Context: an optimization exercise on an open-source flow, tuned for small area, a short achievable clock period and few clock cycles per item. The choices shown serve that exercise and are no tape-out recipe. Function was checked by simulation only, so behaviour that the tests miss may differ from the original. Power and IR drop assume default switching activity.

==> design.v <==
module ccu_muldiv_seq (
    input  logic        clk,
    input  logic        rst,
    input  logic        start,
    input  logic [7:0]  alu_mode,
    input  logic [31:0] src1,
    input  logic [31:0] src2,
    input  logic        flush,
    output logic        stall,
    output logic        done,
    output logic [31:0] result,
    output logic        ccu_ans_mux_sel,
    output logic [1:0]  state_dbg
);
    localparam logic [1:0] S_IDLE = 2'd0, S_MUL = 2'd1, S_DIV = 2'd2, S_DONE = 2'd3;
    localparam logic [1:0] P_INIT = 2'd0, P_STEP = 2'd1, P_FIX = 2'd2;
    function automatic logic [5:0] blen(input logic [31:0] x);
        blen = 6'd0;
        for (int i = 0; i < 32; i++)
            if (x[i]) blen = 6'(i + 1);
    endfunction
    logic [1:0]  state, ph;
    logic [5:0]  ptr;        
    logic [31:0] M;          
    logic [31:0] D;          
    logic [31:0] R;          
    logic [31:0] H;          
    logic [2:0]  hc;         
    logic        msign, dsign, sel_r, negres, fix;
    logic        c_one, c_two, c_neg, c_x, c_xz, dbit;
    logic [2:0]  op;
    logic        is_md, accept, s1, s2, neg1, neg2, dz, swap, early;
    logic [5:0]  w1, w2, wm;
    logic [6:0]  i0;
    logic [31:0] x1, x2, abs1;
    assign op     = alu_mode[2:0];
    assign is_md  = (alu_mode[7:4] == 4'h4);
    assign accept = (state == S_IDLE) & start & is_md & ~flush;
    assign s1     = op[2] ? ~op[0] : (op[1:0] != 2'b11);
    assign s2     = op[2] ? ~op[0] : ~op[1];
    assign neg1   = s1 & src1[31];
    assign neg2   = s2 & src2[31];
    assign x1     = src1 ^ {32{neg1}};
    assign x2     = src2 ^ {32{neg2}};
    assign w1     = blen(x1);
    assign w2     = blen(x2);
    assign dz     = (src2 == 32'd0);
    assign swap   = (w2 < w1);
    assign wm     = swap ? w2 : w1;
    assign i0     = {1'b0, w1} + {6'd0, neg1} - {1'b0, w2};
    assign early  = dz | i0[6];
    assign abs1   = neg1 ? (32'd0 - src1) : src1;
    logic        is_div, last, ge;
    logic [5:0]  pn;
    logic [34:0] mx, dext, mag, ya, xa, sum;
    logic [2:0]  win;
    logic [31:0] xres, hsum;
    assign is_div = state[1];
    assign last   = (ptr == 6'd0);
    assign pn     = ptr - 6'd1;
    assign mx     = {{2{msign & M[31]}}, M, 1'b0};
    assign win    = mx[{pn[4:0], 1'b0} +: 3];
    assign dext   = {{3{dsign & D[31]}}, D};
    assign xres   = sel_r ? R : H;
    assign mag = c_one ? dext
               : c_two ? {dext[33:0], 1'b0}
               : c_x   ? {3'd0, xres}
               : 35'd0;
    assign ya  = mag ^ {35{c_neg}};
    assign xa  = c_xz ? 35'd0
               : {1'b0, is_div ? R[31:30] : 2'b00, R[29:0], is_div & dbit, 1'b0};
    assign sum = xa + ya + {34'd0, c_neg};
    assign ge  = ~sum[34];
    assign hsum = H + {{29{hc[2]}}, hc};
    always_ff @(posedge clk or posedge rst) begin
        if (rst) begin
            state <= S_IDLE;
        end else begin
            case (state)
                S_IDLE: if (accept) begin
                    if (!op[2])     state <= S_MUL;
                    else if (early) state <= S_DONE;
                    else            state <= S_DIV;
                end
                S_MUL, S_DIV: begin
                    if (flush)
                        state <= S_IDLE;
                    else if (ph == P_FIX || (ph == P_STEP && last && !fix))
                        state <= S_DONE;
                end
                default: state <= S_IDLE;
            endcase
        end
    end
    always_ff @(posedge clk) begin
        ptr <= pn;
        case (state)
            S_IDLE: begin
                ph     <= op[2] ? P_INIT : P_STEP;
                R      <= op[2] ? src1 : 32'd0;
                H      <= {32{op[2] & dz}};
                hc     <= 3'd0;
                c_one  <= 1'b0;
                c_two  <= 1'b0;
                c_neg  <= 1'b0;
                c_x    <= 1'b0;
                c_xz   <= 1'b0;
                if (accept) begin
                    if (op[2]) begin
                        M      <= abs1;
                        D      <= src2;
                        msign  <= 1'b0;
                        dsign  <= s2;
                        ptr    <= i0[5:0] + 6'd1;
                        sel_r  <= op[1];
                        negres <= ~early & (op[1] ? neg1 : (neg1 ^ neg2));
                        fix    <= ~early & (op[1] ? neg1 : (neg1 ^ neg2));
                    end else begin
                        M      <= swap ? src2 : src1;
                        D      <= swap ? src1 : src2;
                        msign  <= swap ? s2 : s1;
                        dsign  <= swap ? s1 : s2;
                        ptr    <= {1'b0, wm[5:1]} + 6'd1;
                        sel_r  <= (op[1:0] == 2'b00);
                        negres <= 1'b0;
                        fix    <= (op[1:0] != 2'b00);
                    end
                end
            end
            S_MUL: begin
                R     <= sum[31:0];
                H     <= (ph == P_FIX) ? hsum : {hsum[29:0], R[31:30]};
                hc    <= sum[34:32];
                c_one <= win[1] ^ win[0];
                c_two <= (win[2] & ~win[1] & ~win[0]) | (~win[2] & win[1] & win[0]);
                c_neg <= win[2];
                if (last) ph <= P_FIX;
            end
            S_DIV: begin
                dbit <= M[pn[4:0]] & ~pn[5];
                if (ph == P_INIT) begin
                    R     <= M >> ptr;
                    ph    <= P_STEP;
                    c_two <= 1'b1;
                    c_neg <= ~(dsign & D[31]);
                end else if (ph == P_STEP) begin
                    R <= ge ? sum[32:1] : {R[30:0], dbit};
                    H <= {H[30:0], ge};
                    if (last) begin
                        ph    <= P_FIX;
                        c_two <= 1'b0;
                        c_neg <= 1'b1;
                        c_x   <= 1'b1;
                        c_xz  <= 1'b1;
                    end
                end else begin
                    R     <= sum[31:0];
                    sel_r <= 1'b1;
                end
            end
            default: ;
        endcase
    end
    assign result          = xres;
    assign stall           = accept | (state == S_MUL) | (state == S_DIV);
    assign done            = (state == S_DONE);
    assign ccu_ans_mux_sel = done;
    assign state_dbg       = state;
endmodule
==> run.sh <==
#!/bin/bash
# synth_recipe.tcl (not shown) runs the flow's synth.tcl, then flattens the netlist and writes it again
# the make line also repeats each setting of config.mk as NAME=value (left out here)
make -C /OpenROAD-flow-scripts/flow DESIGN_CONFIG=/design/flow/config.mk WORK_HOME=/design/flow/orfs CLKGATE_MAP_FILE= SYNTH_SCRIPT=/design/flow/synth_recipe.tcl finish
==> config.mk <==
export PLATFORM = sky130hd
export DESIGN_NAME = ccu_muldiv_seq
export DESIGN_NICKNAME = ccu_muldiv_seq
export VERILOG_FILES = /design/flow/design.v
export SDC_FILE = /design/flow/constraint.sdc
export NUM_CORES = 4
export LEC_CHECK = 0
export CAP_MARGIN = 20
export CORE_MARGIN = 2
export CORE_UTILIZATION = 40
export SLEW_MARGIN = 20
==> constraint.sdc <==
create_clock -name core_clock -period 10.5 [get_ports {clk}]
set_input_delay 2.1000 -clock core_clock [delete_from_list [all_inputs] [get_ports {clk}]]
set_output_delay 2.1000 -clock core_clock [all_outputs]
set_load 0.01 [all_outputs]
==> run notes <==
-- synth_stat cells (14+ instances only) --
library cell / instances / area [sq um]
o21bai_1: 16 / 120
and3_1: 20 / 125
o211ai_1: 32 / 240
a21oi_1: 141 / 706
clkbuf_1: 145 / 544
nand3_1: 44 / 220
nor3_1: 42 / 210
edfxtp_1: 142 / 4260
a211oi_1: 22 / 165
buf_1: 15 / 56.3
o21a_1: 17 / 128
and2_1: 14 / 87.6
nand2b_1: 20 / 125
a221oi_1: 15 / 131
nand4_1: 15 / 93.8
mux2_2: 44 / 495
a31oi_1: 15 / 93.8
xor2_1: 56 / 490
inv_1: 70 / 263
nand2_1: 332 / 1250
or3_1: 16 / 100
a21o_1: 50 / 375
a22oi_1: 48 / 360
mux2i_1: 79 / 791
nor2_1: 122 / 458
a221o_1: 20 / 200
ha_1: 90 / 1130
o31ai_1: 26 / 195
o21ai_0: 199 / 996
nor2b_1: 55 / 344
mux4_2: 39 / 878
xnor2_1: 69 / 604
-- cells in the final DEF, fill, tap and decap left out, types with 20 or more instances in the layout --
master,count
o21ai_0,199
mux2_2,44
nand3_1,44
edfxtp_1,142
a22oi_1,48
nor2b_1,53
buf_4,30
nor2_1,121
o211ai_1,32
inv_1,69
and3_1,20
clkdlybuf4s50_1,110
nand2b_1,20
ha_1,89
nand2_1,332
a211oi_1,22
nor3_1,41
a21o_1,50
xor2_1,56
a21oi_1,140
mux2i_1,79
xnor2_1,69
a221o_1,20
o31ai_1,26
mux4_2,39
-- power breakdown --
part,total (mW),switching (mW),internal (mW)
Sequential,1.06,0.169,0.892
Combinational,4.74,2.90,1.84
Clock,0.639,0.301,0.338
-- worst max-delay path, stage by stage --
cell and delay [ns]:
clkdlybuf4s50_1 0.64, mux2i_1 0.52, nand2_1 0.51, a211o_1 0.42, a32oi_1 0.31, o21ai_0 0.17
a21oi_1 0.15, o21ai_0 0.09, o221ai_1 0.21, nand3_1 0.09, o21ai_0 0.24, nand2_1 0.15
a311oi_1 0.37, ha_1 0.21, nor2b_1 0.05, o21a_1 0.16, o21a_1 0.16, o21a_1 0.17
o21a_1 0.20, or3_1 0.31, buf_4 0.26, o2bb2a_2 0.30, o31ai_1 0.14, o211a_1 0.27
mux2_2 0.34, a221oi_1 0.20
-- state kept, by name, indices dropped and copies added, names as in the netlist --
signal / count
D: 32
H: 32
M: 32
R: 32
ptr: 6
hc: 3
ph: 2
state: 2
c_neg: 1
c_one: 1
c_two: 1
c_x: 1
dbit: 1
dsign: 1
fix: 1
msign: 1
sel_r: 1
-- metrics by stage --
stage | hold WS (ns) | setup WS (ns) | cells | total power [mW] | area (sq um)
final | 0.585 | 2.09 | 2801 | 6.44 | 19900
after detailed placement | 0.588 | 1.62 | 2767 | 5.68 | 19200
after global placement | 0.590 | 1.66 | 2767 | 5.64 | 19200
after global routing | 0.624 | 1.52 | 2801 | 6.88 | 19900
after floorplan | 0.517 | 3.64 | 2208 | 4.41 | 17800
after CTS | 0.605 | 2.07 | 2799 | 6.34 | 19800
-- worst min path at each step --
stage,end,startpoint
6_report,state[1],state[1]
5_1_grt,state[1],state[1]
4_1_cts,state[1],state[1]
3_5_place_dp,state[1],state[1]
3_3_place_gp,state[0],state[0]
2_1_floorplan,state[1],state[1]
-- cell families (layout without fill, tap and decap cells) --
family / after synthesis / in the layout / share of synthesized area, %
AOI/OAI and AO/OA: 706 / 706 / 26.1
muxes: 162 / 162 / 12.1
and+or+nand+nor: 725 / 725 / 18.7
adders and majority gates: 93 / 93 / 6.65
DFF: 150 / 150 / 24.9
buffers and inverters: 247 / 248 / 5.42
xor gates and xnor gates: 125 / 125 / 6.14
-- metal layers --
| layer | part of all wire (%) | global-route usage [%] |
|---|---|---|
| met3 | 8.5 | 3.43 |
| met4 | 5.3 | 14.3 |
| met5 | 0.013 | 0 |
| met2 | 45 | 44.8 |
| met1 | 41 | 38.4 |
-- final cells by class --
cell class	count	area [sq um]
Clock inverter	15	159
Timing Repair Buffer	143	1370
Fill cell	4396	24300
Sequential cell	150	4440
Multi-Input combinational cell	1811	12500
Inverter	73	274
Clock buffer	17	425
Tap cell	592	741
==> summary.txt <==
Status
  – Status: no timing/DRC/antenna violations

CTS
  – Setup bufs post-CTS: 0
  – Clk sinks: 150
  – Post-CTS resize count: 0
  – Clk Tree Root Cell: clkbuf_16
  – Hold_buf cts: 0
  – Clk buf depth: 2
  – Worst-path clk slew: 0.07 ns
  – Worst skew pair latency: about 0.44 ns
  – TritonCTS clock tree: yes
  – CTS H-Tree Depth: 4
  – CTS Buf Count: 17

Finish
  – Area growth syn-to-layout: 11.4%
  – Final core occ: between 40% and 50%
  – Diodes inserted: 0
  – Final nets: between 2000 and 2500
  – Layout cells sized above 1: ~8.4%

Critical path
  – Worst R2R Setup Slack: 4.65 ns
  – CP Class: in2reg
  – Critical path endpoint: ptr[3]
  – CP Launch Type: input pin
  – Critical Path AT: about 9 ns
  – Required time worst endpoint: between 10 and 15 ns
  – Worst-path fanout max: 38
  – Critical path launch point: alu_mode[0]
  – RR Endpoint: R[3]
  – R2r startpoint: c_x
  – Crit path capture type: register
  – Reg2Reg Depth: 22

Detailed routing
  – Final WL: between 60 and 70 mm
  – DRC violations left: 0
  – Detailed Routing Iterations Pass 1: 6
  – Vias after detailed routing: 17752
  – DR vias/cell: ~6.3
  – Initial DRC count: approximately 1800
  – Routed wire per std cell: between 20 and 25 microns
  – Remaining antenna violation count after routing: 0

Timing
  – Total Neg Setup Slack: 0 ns
  – Worst Skew: roughly 0.011 ns
  – Slew margin rel.: around a quarter
  – Unrepaired setup endpoints after global routing: no
  – Final Hold Vio Count: 0
  – Worst slew pin tran: 1.12 ns
  – Tcrit/Tclk final: 80.1%
  – Period minus WS final: 8.41 ns
  – Slew Viols, Final: 0
  – Final setup viols: 0
  – Fmax: 119 MHz

Worst hold path
  – Hold Path Class: reg2reg
  – Hold depth: 2

Global route
  – Global route overflow: 0
  – Initial antenna violation count: 1
  – Vias in the first global route: roughly 17000
  – Global-route wire length before repair: slightly above 100 mm
  – Largest net degree at the start of global routing: 70
  – GRT Total Usage: between 20 and 30%

Synth
  – Syn nets: 2377
  – Post-synth EDFFs: ~140
  – Register bit total from synthesis: 150
  – Syn Inst Count: around 2200
  – Ys async rst share: between 1 and 1.5%
  – Sequential fraction of the synthesis area: around a quarter
  – Cell area after synthesis: 0.0178 sq mm
  – Commonest register cell after synthesis: edfxtp_1
  – Library cells used by synthesis: 93
  – Synth Area per Inst: approximately 8.1 sq um
  – Yosys warns: 1

Floorplan
  – Die W: about 220 microns
  – # rows: 77
  – Die area: between 0.04 and 0.05 sq mm
  – Die H: 215 microns
  – Initial Util: 40.4%
  – I/O pin count: around 110
  – Core Area: roughly 0.044 sq mm

Power and ir drop
  – Max VDD drop: 0.000158 V
  – Total leakage power: a little under 8 nW
  – Pwr/cell area: about 320 mW/mm^2

Place
  – Hpwl dp: between 50 and 60 mm
  – RePlAce Congestion: roughly 0.95
  – Input/output buffers: about 110

Flow run
  – Max-Cap Viols: 0
Testbench counts, summed over its fixed seeds: cycles 27,692, items 3,200.

## port drivers added, routing unchanged
Ports are ideal in the flow. The routed layout listed here was re-timed in OpenROAD. Step 1 (the two cells are an assumption about what drives the block):
set clk [get_ports {clk}]
set_driving_cell -lib_cell sky130_fd_sc_hd__clkbuf_16 $clk
set_driving_cell -lib_cell sky130_fd_sc_hd__buf_2 [delete_from_list [all_inputs] $clk]
Step 2 adds t to the input delays and takes it off the output delays; t is the mean of the earliest and latest rising clock arrival at the registers after step 1. Input paths then give back, and output paths get back, about the clock's delay inside the block. a / b / c = no drivers / after step 1 / after step 2; a / b = the first two.
shift t [ns]: 0.489
setup WS [ns]: 2.087 / 2.117 / 1.627
worst setup path at the end: input to register
After both steps this run still meets setup and hold. The setup slack of this run moves by +0.030 ns with the drivers and by -0.460 ns with both steps.
